From an optimization exercise on the open Yosys and OpenROAD flow, aimed at small area and a short achievable clock period; shortcuts taken in it are not production practice. At most, simulation tests tie the RTL to the original design; equivalence was not proved. No activity file was given, so power comes from the tool's default toggle rates.

==> trial 81: inputs <==
Design fifo_guarded, start of the top module:
module fifo_guarded #(
    parameter int DWIDTH          = 16,
    parameter int AWIDTH          = 8,
    parameter int SHOWAHEAD       = 1,
    parameter int REGISTER_OUTPUT = 0
) (
    input  logic              clk_i,
    input  logic              srst_i,
    input  logic [DWIDTH-1:0] data_i,
    input  logic              wrreq_i,
    input  logic              rdreq_i,
    input  logic [AWIDTH:0]   af_thresh_i,
    input  logic [AWIDTH:0]   ae_thresh_i,
    input  logic              err_clr_i,
    output logic [DWIDTH-1:0] q_o,
    output logic              empty_o,
    output logic              full_o,
    output logic [AWIDTH:0]   usedw_o,
    output logic              almost_full_o,
    output logic              almost_empty_o,
    output logic              ovf_o,
    output logic              udf_o
);
==> module fifo_guarded, before the edit <==
module fifo_guarded #(
    parameter int DWIDTH          = 16,
    parameter int AWIDTH          = 8,
    parameter int SHOWAHEAD       = 1,
    parameter int REGISTER_OUTPUT = 0
) (
    input  logic              clk_i,
    input  logic              srst_i,
    input  logic [DWIDTH-1:0] data_i,
    input  logic              wrreq_i,
    input  logic              rdreq_i,
    input  logic [AWIDTH:0]   af_thresh_i,
    input  logic [AWIDTH:0]   ae_thresh_i,
    input  logic              err_clr_i,
    output logic [DWIDTH-1:0] q_o,
    output logic              empty_o,
    output logic              full_o,
    output logic [AWIDTH:0]   usedw_o,
    output logic              almost_full_o,
    output logic              almost_empty_o,
    output logic              ovf_o,
    output logic              udf_o
);
    localparam int DEPTH = 1 << AWIDTH;
    localparam int LOW   = AWIDTH / 2;
    localparam int NCOL  = 1 << LOW;
    localparam int NROW  = DEPTH / NCOL;
    logic [DEPTH*DWIDTH-1:0] mem_q;
    logic [NCOL-1:0]         wcol_q, rcol_q;
    logic [NROW-1:0]         wrow_q, rrow_q;
    logic [AWIDTH:0]         cnt_q, cnt_d;
    logic                    empty_q, full_q, ovf_q, udf_q;
    logic [DWIDTH-1:0]       q_q, q_d, rdata;
    logic                    one, wr_acc, rd_acc;
    logic [NROW-1:0]         wrow_en;
    logic [DEPTH-1:0]        rsel, wen, whold;
    assign one    = (cnt_q == (AWIDTH+1)'(1));
    assign wr_acc = wrreq_i & ~full_q;
    assign rd_acc = rdreq_i & ~empty_q;
    always_comb begin
        cnt_d = cnt_q;
        if (wr_acc && !rd_acc)      cnt_d = cnt_q + 1'b1;
        else if (rd_acc && !wr_acc) cnt_d = cnt_q - 1'b1;
    end
    always_ff @(posedge clk_i) begin
        if (srst_i) begin
            wcol_q  <= NCOL'(1);
            wrow_q  <= NROW'(1);
            rcol_q  <= NCOL'(2);    
            rrow_q  <= NROW'(1);
            cnt_q   <= '0;
            empty_q <= 1'b1;
            full_q  <= 1'b0;
            ovf_q   <= 1'b0;
            udf_q   <= 1'b0;
        end else begin
            if (wr_acc) begin
                wcol_q <= {wcol_q[NCOL-2:0], wcol_q[NCOL-1]};
                if (wcol_q[NCOL-1]) wrow_q <= {wrow_q[NROW-2:0], wrow_q[NROW-1]};
            end
            if (rd_acc) begin
                rcol_q <= {rcol_q[NCOL-2:0], rcol_q[NCOL-1]};
                if (rcol_q[NCOL-1]) rrow_q <= {rrow_q[NROW-2:0], rrow_q[NROW-1]};
            end
            cnt_q   <= cnt_d;
            empty_q <= (cnt_d == '0);
            full_q  <= cnt_d[AWIDTH];
            ovf_q   <= (wrreq_i & full_q)  | (ovf_q & ~err_clr_i);
            udf_q   <= (rdreq_i & empty_q) | (udf_q & ~err_clr_i);
        end
    end
    assign wrow_en = wrow_q & {NROW{wr_acc}};
    always_comb begin
        for (int i = 0; i < DEPTH; i++) begin
            rsel[i]  = rrow_q[i / NCOL] & rcol_q[i % NCOL];
            wen[i]   = wrow_en[i / NCOL] & wcol_q[i % NCOL];
            whold[i] = ~(wrow_q[i / NCOL] & wcol_q[i % NCOL]) | full_q;
        end
    end
    always_ff @(posedge clk_i) begin
        for (int i = 0; i < DEPTH; i++)
            mem_q[i*DWIDTH +: DWIDTH] <= (data_i & {DWIDTH{wen[i]}}) |
                                         (mem_q[i*DWIDTH +: DWIDTH] & {DWIDTH{whold[i]}});
    end
    localparam int NGRP = (DEPTH + 2) / 3;
    logic [3*NGRP-1:0]        rsel_x;
    logic [3*NGRP*DWIDTH-1:0] mem_x;
    logic [NGRP*DWIDTH-1:0]   grp_n;
    assign rsel_x = (3*NGRP)'(rsel);
    assign mem_x  = (3*NGRP*DWIDTH)'(mem_q);
    for (genvar g = 0; g < NGRP; g++) begin : g_grp
        for (genvar b = 0; b < DWIDTH; b++) begin : g_bit
            fifo_guarded_aoi222 u_aoi (
                .a0(mem_x[(3*g)*DWIDTH + b]),   .s0(rsel_x[3*g]),
                .a1(mem_x[(3*g+1)*DWIDTH + b]), .s1(rsel_x[3*g+1]),
                .a2(mem_x[(3*g+2)*DWIDTH + b]), .s2(rsel_x[3*g+2]),
                .y (grp_n[g*DWIDTH + b]));
        end
    end
    always_comb begin
        rdata = '1;
        for (int g = 0; g < NGRP; g++)
            rdata = rdata & grp_n[g*DWIDTH +: DWIDTH];
        rdata = ~rdata;
    end
    always_comb begin
        q_d = q_q;
        if (wr_acc && (empty_q || (one && rdreq_i))) q_d = data_i;
        else if (rd_acc && !one)                     q_d = rdata;
    end
    always_ff @(posedge clk_i) begin
        if (srst_i) q_q <= '0;
        else        q_q <= q_d;
    end
    logic af_gt, ae_gt;
    fifo_guarded_gt9 u_af (.t(af_thresh_i), .c(cnt_q), .gt(af_gt));
    fifo_guarded_gt9 u_ae (.t(ae_thresh_i), .c(cnt_q), .gt(ae_gt));
    assign q_o            = q_q;
    assign empty_o        = empty_q;
    assign full_o         = full_q;
    assign usedw_o        = cnt_q;
    assign almost_full_o  = ~af_gt;
    assign almost_empty_o = ae_gt;
    assign ovf_o          = ovf_q;
    assign udf_o          = udf_q;
endmodule
==> module fifo_guarded_cmp3, before the edit <==
module fifo_guarded_cmp3 (
    input  logic [2:0] t, c,
    output logic       gt, eq
);
    assign gt = (t > c);
    assign eq = (t == c);
endmodule
==> module fifo_guarded_gt9, before the edit <==
module fifo_guarded_gt9 (
    input  logic [8:0] t, c,
    output logic       gt
);
    logic [2:0] g, e;
    fifo_guarded_cmp3 u0 (.t(t[2:0]), .c(c[2:0]), .gt(g[0]), .eq(e[0]));
    fifo_guarded_cmp3 u1 (.t(t[5:3]), .c(c[5:3]), .gt(g[1]), .eq(e[1]));
    fifo_guarded_cmp3 u2 (.t(t[8:6]), .c(c[8:6]), .gt(g[2]), .eq(e[2]));
    assign gt = g[2] | (e[2] & g[1]) | (e[2] & e[1] & g[0]);
endmodule
make LEC_CHECK=0 CAP_MARGIN=20 CORE_MARGIN=2 CORE_UTILIZATION=55 SETUP_SLACK_MARGIN=3.8 SLEW_MARGIN=20 SYNTH_HIERARCHICAL=1 SYNTH_MINIMUM_KEEP_SIZE=0 finish   # period 7.5 ns
run.sh (not shown) runs the stock make flow with config.mk's settings and CLKGATE_MAP_FILE= SYNTH_SCRIPT=/design/flow/synth_recipe.tcl, a recipe that flattens the netlist after the stock synthesis.
==> inputs of trial 30, as changes to trial 81 <==
--- a/flow/design.v
+++ b/flow/design.v
@@ -27,11 +27,10 @@
     localparam int NROW  = DEPTH / NCOL;
     logic [DEPTH*DWIDTH-1:0] mem_q;
-    logic [NCOL-1:0]         wcol_q, rcol_q;
-    logic [NROW-1:0]         wrow_q, rrow_q;
-    logic [AWIDTH:0]         cnt_q, cnt_d;
+    logic [NCOL-1:0]         wcol_q, rcol_nq;
+    logic [NROW-1:0]         wrow_q, rrow_nq;
+    logic [AWIDTH:0]         cnt_q, cnt_d, cntn_q;    
     logic                    empty_q, full_q, ovf_q, udf_q;
     logic [DWIDTH-1:0]       q_q, q_d, rdata;
     logic                    one, wr_acc, rd_acc;
-    logic [NROW-1:0]         wrow_en;
     logic [DEPTH-1:0]        rsel, wen, whold;
     assign one    = (cnt_q == (AWIDTH+1)'(1));
@@ -47,7 +46,8 @@
             wcol_q  <= NCOL'(1);
             wrow_q  <= NROW'(1);
-            rcol_q  <= NCOL'(2);    
-            rrow_q  <= NROW'(1);
+            rcol_nq <= ~(NCOL'(2));   
+            rrow_nq <= ~(NROW'(1));
             cnt_q   <= '0;
+            cntn_q  <= '1;
             empty_q <= 1'b1;
             full_q  <= 1'b0;
@@ -60,8 +60,9 @@
             end
             if (rd_acc) begin
-                rcol_q <= {rcol_q[NCOL-2:0], rcol_q[NCOL-1]};
-                if (rcol_q[NCOL-1]) rrow_q <= {rrow_q[NROW-2:0], rrow_q[NROW-1]};
+                rcol_nq <= {rcol_nq[NCOL-2:0], rcol_nq[NCOL-1]};
+                if (!rcol_nq[NCOL-1]) rrow_nq <= {rrow_nq[NROW-2:0], rrow_nq[NROW-1]};
             end
             cnt_q   <= cnt_d;
+            cntn_q  <= ~cnt_d;
             empty_q <= (cnt_d == '0);
             full_q  <= cnt_d[AWIDTH];
@@ -70,10 +71,14 @@
         end
     end
-    assign wrow_en = wrow_q & {NROW{wr_acc}};
+    logic [NROW-1:0] wrow_en_n, wrow_f;
+    logic [NCOL-1:0] wcol_n;
+    assign wrow_en_n = ~(wrow_q & {NROW{wr_acc}});
+    assign wrow_f    = wrow_q & {NROW{~full_q}};
+    assign wcol_n    = ~wcol_q;
     always_comb begin
         for (int i = 0; i < DEPTH; i++) begin
-            rsel[i]  = rrow_q[i / NCOL] & rcol_q[i % NCOL];
-            wen[i]   = wrow_en[i / NCOL] & wcol_q[i % NCOL];
-            whold[i] = ~(wrow_q[i / NCOL] & wcol_q[i % NCOL]) | full_q;
+            rsel[i]  = ~(rrow_nq[i / NCOL] | rcol_nq[i % NCOL]);
+            wen[i]   = ~(wrow_en_n[i / NCOL] | wcol_n[i % NCOL]);
+            whold[i] = ~(wrow_f[i / NCOL] & wcol_q[i % NCOL]);
         end
     end
@@ -98,9 +103,27 @@
         end
     end
-    always_comb begin
-        rdata = '1;
-        for (int g = 0; g < NGRP; g++)
-            rdata = rdata & grp_n[g*DWIDTH +: DWIDTH];
-        rdata = ~rdata;
+    logic [DWIDTH*29-1:0] tr1;
+    logic [DWIDTH*15-1:0] tr2;
+    logic [DWIDTH*5-1:0]  tr3;
+    logic [DWIDTH*3-1:0]  tr4;
+    for (genvar b = 0; b < DWIDTH; b++) begin : g_tb
+        for (genvar j = 0; j < 28; j++) begin : g_l1
+            fifo_guarded_nand3 u (.a(grp_n[(3*j)*DWIDTH + b]), .b(grp_n[(3*j+1)*DWIDTH + b]),
+                                  .c(grp_n[(3*j+2)*DWIDTH + b]), .y(tr1[b*29 + j]));
+        end
+        fifo_guarded_nand2 u_l1 (.a(grp_n[84*DWIDTH + b]), .b(grp_n[85*DWIDTH + b]), .y(tr1[b*29 + 28]));
+        for (genvar j = 0; j < 14; j++) begin : g_l2
+            fifo_guarded_nor2 u (.a(tr1[b*29 + 2*j]), .b(tr1[b*29 + 2*j+1]), .y(tr2[b*15 + j]));
+        end
+        fifo_guarded_inv u_l2 (.a(tr1[b*29 + 28]), .y(tr2[b*15 + 14]));
+        for (genvar j = 0; j < 5; j++) begin : g_l3
+            fifo_guarded_nand3 u (.a(tr2[b*15 + 3*j]), .b(tr2[b*15 + 3*j+1]), .c(tr2[b*15 + 3*j+2]),
+                                  .y(tr3[b*5 + j]));
+        end
+        for (genvar j = 0; j < 2; j++) begin : g_l4
+            fifo_guarded_nor2 u (.a(tr3[b*5 + 2*j]), .b(tr3[b*5 + 2*j+1]), .y(tr4[b*3 + j]));
+        end
+        fifo_guarded_inv u_l4 (.a(tr3[b*5 + 4]), .y(tr4[b*3 + 2]));
+        fifo_guarded_nand3 u_l5 (.a(tr4[b*3]), .b(tr4[b*3 + 1]), .c(tr4[b*3 + 2]), .y(rdata[b]));
     end
     always_comb begin
@@ -114,6 +137,6 @@
     end
     logic af_gt, ae_gt;
-    fifo_guarded_gt9 u_af (.t(af_thresh_i), .c(cnt_q), .gt(af_gt));
-    fifo_guarded_gt9 u_ae (.t(ae_thresh_i), .c(cnt_q), .gt(ae_gt));
+    fifo_guarded_gt9 u_af (.t(af_thresh_i), .cn(cntn_q), .gt(af_gt));
+    fifo_guarded_gt9 u_ae (.t(ae_thresh_i), .cn(cntn_q), .gt(ae_gt));
     assign q_o            = q_q;
     assign empty_o        = empty_q;
@@ -131,19 +154,35 @@
     assign y = ~((a0 & s0) | (a1 & s1) | (a2 & s2));
 endmodule
-module fifo_guarded_cmp3 (
-    input  logic [2:0] t, c,
-    output logic       gt, eq
-);
-    assign gt = (t > c);
-    assign eq = (t == c);
-endmodule
 module fifo_guarded_gt9 (
-    input  logic [8:0] t, c,
+    input  logic [8:0] t, cn,
     output logic       gt
 );
-    logic [2:0] g, e;
-    fifo_guarded_cmp3 u0 (.t(t[2:0]), .c(c[2:0]), .gt(g[0]), .eq(e[0]));
-    fifo_guarded_cmp3 u1 (.t(t[5:3]), .c(c[5:3]), .gt(g[1]), .eq(e[1]));
-    fifo_guarded_cmp3 u2 (.t(t[8:6]), .c(c[8:6]), .gt(g[2]), .eq(e[2]));
-    assign gt = g[2] | (e[2] & g[1]) | (e[2] & e[1] & g[0]);
+    logic [8:0] gn, pn;    
+    for (genvar i = 0; i < 9; i++) begin : g_bit
+        fifo_guarded_nand2 u_g (.a(t[i]), .b(cn[i]), .y(gn[i]));
+        fifo_guarded_nor2  u_p (.a(t[i]), .b(cn[i]), .y(pn[i]));
+    end
+    logic [2:0] g_hi, p_hi, g_pr, p_pr, g_n;
+    logic       p2_n;
+    for (genvar k = 0; k < 3; k++) begin : g_grp
+        fifo_guarded_inv   u_gh (.a(gn[3*k+2]), .y(g_hi[k]));
+        fifo_guarded_inv   u_ph (.a(pn[3*k+2]), .y(p_hi[k]));
+        fifo_guarded_oai21 u_gp (.a1(pn[3*k+1]), .a2(gn[3*k]), .b1(gn[3*k+1]), .y(g_pr[k]));
+        fifo_guarded_nor2  u_pp (.a(pn[3*k+1]), .b(pn[3*k]), .y(p_pr[k]));
+        fifo_guarded_aoi21 u_gg (.a1(p_hi[k]), .a2(g_pr[k]), .b1(g_hi[k]), .y(g_n[k]));
+    end
+    logic p21_n;
+    fifo_guarded_nand2 u_p2 (.a(p_hi[2]), .b(p_pr[2]), .y(p2_n));
+    fifo_guarded_nand4 u_p21 (.a(p_hi[2]), .b(p_pr[2]), .c(p_hi[1]), .d(p_pr[1]), .y(p21_n));
+    fifo_guarded_oai221 u_out (.a1(p2_n), .a2(g_n[1]), .b1(p21_n), .b2(g_n[0]), .c1(g_n[2]), .y(gt));
 endmodule
+module fifo_guarded_inv   (input logic a, output logic y); assign y = ~a; endmodule
+module fifo_guarded_nand2 (input logic a, b, output logic y); assign y = ~(a & b); endmodule
+module fifo_guarded_nor2  (input logic a, b, output logic y); assign y = ~(a | b); endmodule
+module fifo_guarded_nand3 (input logic a, b, c, output logic y); assign y = ~(a & b & c); endmodule
+module fifo_guarded_nand4 (input logic a, b, c, d, output logic y); assign y = ~(a & b & c & d); endmodule
+module fifo_guarded_oai21 (input logic a1, a2, b1, output logic y); assign y = ~((a1 | a2) & b1); endmodule
+module fifo_guarded_aoi21 (input logic a1, a2, b1, output logic y); assign y = ~((a1 & a2) | b1); endmodule
+module fifo_guarded_oai221 (input logic a1, a2, b1, b2, c1, output logic y);
+    assign y = ~((a1 | a2) & (b1 | b2) & c1);
+endmodule
--- a/flow/config.mk
+++ b/flow/config.mk
@@ -8,6 +8,8 @@
 export CAP_MARGIN = 20
 export CORE_MARGIN = 2
-export CORE_UTILIZATION = 55
-export SETUP_SLACK_MARGIN = 3.8
+export CORE_UTILIZATION = 45
+export CTS_CLUSTER_DIAMETER = 100
+export CTS_CLUSTER_SIZE = 24
+export SETUP_SLACK_MARGIN = 4.0
 export SLEW_MARGIN = 20
 export SYNTH_HIERARCHICAL = 1
==> qor summary <==
metric                                                                       trial 81       trial 30
Power drawn by the clock network                                             21500 uW       12200 uW
Crit. path cell count                                                               9              6
Library cells used by synthesis                                                    52             56
Worst path bufs/invs                                                                1              2
Final cycle utilization of the critical path                                    55.0%          49.8%
Vias after detailed routing                                                    126000         126000
Wire length of the first global-routing pass                                827000 um      850000 um
Initial core utilization                                                        55.3%          45.1%
Number of search-and-repair iterations in the first detailed-routing pass          15             22
Met1 demand-to-capacity share in global routing                                 55.0%          45.2%
Height of the chip                                                             523 um         579 um
Status                                               no timing/DRC/antenna violations  no timing/DRC/antenna violations
Maximum ir drop on the vdd rail                                              0.214 mV       0.192 mV
CTS HTree Levels                                                                    5              4
Fraction of synthesized area in multiplexers                                 0.00676%             0%
Sequential share of power                                                       49.2%          60.8%
Skew-Pair Late Insertion Delay                                                 990 ps         980 ps
Combinational cell power                                                      1880 uW        2590 uW
Category of the worst setup path launch point                                    flop  primary input
Design internal power                                                        35500 uW       28000 uW
The RTL of trial 81 was laid out without a check of its function.

[static timing again, ports no longer ideal]
In the flow no input, the clock included, has a driving cell. The finished layouts below were timed again as built, in two steps.
Step 1: set_driving_cell puts a clkbuf_16 on clk_i and a buf_2 on each other input, an assumption about the parent block.
Step 2 times the ports against the registers' clock, not the clock port: input delays grow and output delays shrink by t, the midpoint of the rising clock arrivals with the driver on.
a / b / c = ideal / step 1 / step 2; a / b = the first two.
| run | shift t [ns] | setup WS [ns] | worst setup path at the end | worst data-port slew with drivers (ns) |
|---|---|---|---|---|
| trial 81 | 1.063 | 3.378 / 3.378 / 3.039 | input to register | 0.07 |
| trial 30 | 1.042 | 3.768 / 3.746 / 3.065 | input to register | 0.13 |
After both steps every run listed still meets setup and hold. The setup slack of trial 30, which loses most, moves by -0.022 ns with the drivers and by -0.703 ns with both steps.
